Background: an optimization exercise with open tools, aiming at small area. Do not read the settings as production practice.
The RTL was checked by simulation tests, not by an equivalence proof against the original design.
No activity file was given, so power comes from the tool's default toggle rates.

oak:
## reg_file
module reg_file #(
   parameter int                DATA_W  = 32,
   parameter int                ADDR_W  = 5,
   parameter int                BYPASS  = 1,
   parameter logic [DATA_W-1:0] SP_INIT = 32'h7FFF_EFFC,
   parameter logic [DATA_W-1:0] GP_INIT = 32'h1000_8000
) (
   input  logic              clk,
   input  logic              rst_n,
   input  logic [ADDR_W-1:0] rd_addr1,
   input  logic [ADDR_W-1:0] rd_addr2,
   output logic [DATA_W-1:0] rd_data1,
   output logic [DATA_W-1:0] rd_data2,
   input  logic              wr_en,
   input  logic [ADDR_W-1:0] wr_addr,
   input  logic [DATA_W-1:0] wr_data,
   input  logic [ADDR_W-1:0] dbg_addr,
   output logic [DATA_W-1:0] dbg_data
);
   localparam int N_REGS = 2 ** ADDR_W;
   logic [N_REGS-1:1][DATA_W-1:0] regs;
   logic [N_REGS-1:1][DATA_W-1:0] regs_d;
   logic [N_REGS-1:1] valid;
   logic [N_REGS-1:1] wsel;     
   logic [N_REGS-1:1] wkeep;
   logic [N_REGS-1:1] wlive;    
   logic [N_REGS-1:1] sel1, sel2, seld;      
   logic [N_REGS-1:1] rsel1, rsel2, rseld;   
   logic              hit1, hit2;
   logic              r29_1, r29_2, r29_d, r2829_1, r2829_2, r2829_d;
   for (genvar i = 1; i < N_REGS; i++) begin : g_reg
      assign wsel[i]  = wr_en && (wr_addr == i);
      assign wkeep[i] = !wsel[i];
      assign wlive[i] = (BYPASS != 0) && rst_n && wsel[i];
      always_ff @(posedge clk or negedge rst_n) begin
         if (!rst_n) valid[i] <= 1'b0;
         else        valid[i] <= valid[i] | wsel[i];
      end
      always_ff @(posedge clk) regs[i] <= regs_d[i];
      for (genvar b = 0; b < DATA_W; b++) begin : g_bit
         reg_file_ao22 u_hold (.a1(wsel[i]), .a2(wr_data[b]), .b1(wkeep[i]), .b2(regs[i][b]), .y(regs_d[i][b]));
      end
      assign sel1[i]  = (rd_addr1 == i) && valid[i] && !wlive[i];
      assign sel2[i]  = (rd_addr2 == i) && valid[i] && !wlive[i];
      assign seld[i]  = (dbg_addr == i) && valid[i];
      assign rsel1[i] = (rd_addr1 == i) && !valid[i] && !wlive[i];
      assign rsel2[i] = (rd_addr2 == i) && !valid[i] && !wlive[i];
      assign rseld[i] = (dbg_addr == i) && !valid[i];
   end
  ...
For scale: about 150 I/O pins, ~44000 um^2 of cells after synthesis.
export LEC_CHECK = 0
export CAP_MARGIN = 20
export CELL_PAD_IN_SITES_DETAIL_PLACEMENT = 1
export CORE_MARGIN = 2
export CORE_UTILIZATION = 30
export PLACE_DENSITY = 0.4
export SLEW_MARGIN = 20
export SYNTH_HIERARCHICAL = 1
export CTS_ARGS = -sink_clustering_enable -repair_clock_nets -dont_use_dummy_load -sink_clustering_size 24 -sink_clustering_max_diameter 60 -buf_list sky130_fd_sc_hd__clkbuf_8
export BUFFER_PORTS_ARGS = -buffer_cell sky130_fd_sc_hd__buf_1
create_clock -name core_clock -period 10.0 [get_ports {clk}]
standard.sh (not shown) runs the stock make flow with config.mk's settings and CLKGATE_MAP_FILE= SYNTH_SCRIPT=/design/flow/synth_recipe.tcl, a recipe that flattens the netlist after the stock synthesis.
==> flow/flow/run.sh <==
#!/bin/bash
set -e
cp standard.sh standard.sh.orig.txt
cat >> config.mk <<'EOC'
export CTS_ARGS = -sink_clustering_enable -repair_clock_nets -dont_use_dummy_load -sink_clustering_size 24 -sink_clustering_max_diameter 60 -buf_list sky130_fd_sc_hd__clkbuf_8
export BUFFER_PORTS_ARGS = -buffer_cell sky130_fd_sc_hd__buf_1
EOC
bash standard.sh > standard.log 2>&1
Input-level comparison between pine and oak:
# oak
export LEC_CHECK = 0
export CAP_MARGIN = 20
export CELL_PAD_IN_SITES_DETAIL_PLACEMENT = 1
export CORE_MARGIN = 2
export CORE_UTILIZATION = 30
export PLACE_DENSITY = 0.4
export SLEW_MARGIN = 20
export SYNTH_HIERARCHICAL = 1
export CTS_ARGS = -sink_clustering_enable -repair_clock_nets -dont_use_dummy_load -sink_clustering_size 24 -sink_clustering_max_diameter 60 -buf_list sky130_fd_sc_hd__clkbuf_8
export BUFFER_PORTS_ARGS = -buffer_cell sky130_fd_sc_hd__buf_1
create_clock -name core_clock -period 10.0 [get_ports {clk}]
# pine
export LEC_CHECK = 0
export CAP_MARGIN = 20
export CELL_PAD_IN_SITES_DETAIL_PLACEMENT = 1
export CORE_MARGIN = 2
export CORE_UTILIZATION = 30
export PLACE_DENSITY = 0.4
export SLEW_MARGIN = 20
export SYNTH_HIERARCHICAL = 1
create_clock -name core_clock -period 10.0 [get_ports {clk}]
==> flow/run.sh (new file) <==
#!/bin/bash
# synth_recipe.tcl (not shown) runs the flow's synth.tcl, then flattens the netlist and writes it again
# the make line also repeats each setting of config.mk as NAME=value (left out here)
make -C /OpenROAD-flow-scripts/flow DESIGN_CONFIG=/design/flow/config.mk WORK_HOME=/design/flow/orfs CLKGATE_MAP_FILE= SYNTH_SCRIPT=/design/flow/synth_recipe.tcl finish
removed: flow/flow/run.sh
removed: flow/standard.sh
Between oak and pine, the cell count went up.
Of oak and pine, the run reporting the higher total routing usage reported by global routing was oak.
pine vs oak, largest fanout on the critical path went down by 4.
In pine relative to oak, count of non-CTS buffers in the layout had gone down by a few percent.
Final cell area: pine above oak
Status: power of the sequential group parity (oak, pine)
Against oak, pine reports a number of H-tree levels that is higher.
Summary of pine over oak: wire length now smaller, fraction of area in multi-input gates now smaller.

## port drivers added, routing unchanged
The flow's constraints put no driver on any port. The routed layouts listed below were extracted and timed again, unchanged, in two steps.
Step 1, drivers: a clkbuf_16 drives clk and a buf_2 each remaining input, both assumed.
Step 2 times the ports against the registers' clock, not the clock port: input delays grow and output delays shrink by t, the midpoint of the rising clock arrivals with the driver on.
Slacks: ideal ports / drivers / drivers and shift; pairs: ideal ports / drivers.
| run | t, ns | setup slack, ns | slew at the worst register clock pin (ns) | worst data-port slew with drivers (ns) |
|---|---|---|---|---|
| oak | 0.935 | 1.940 / 1.822 / 1.822 | 0.12 / 0.12 | 0.13 |
| pine | 0.841 | 1.396 / 1.274 / 1.274 | 0.06 / 0.06 | 0.15 |
After both steps every run listed still meets setup and hold. The setup slack of pine, which loses most, moves by -0.122 ns with the drivers and by -0.122 ns with both steps.
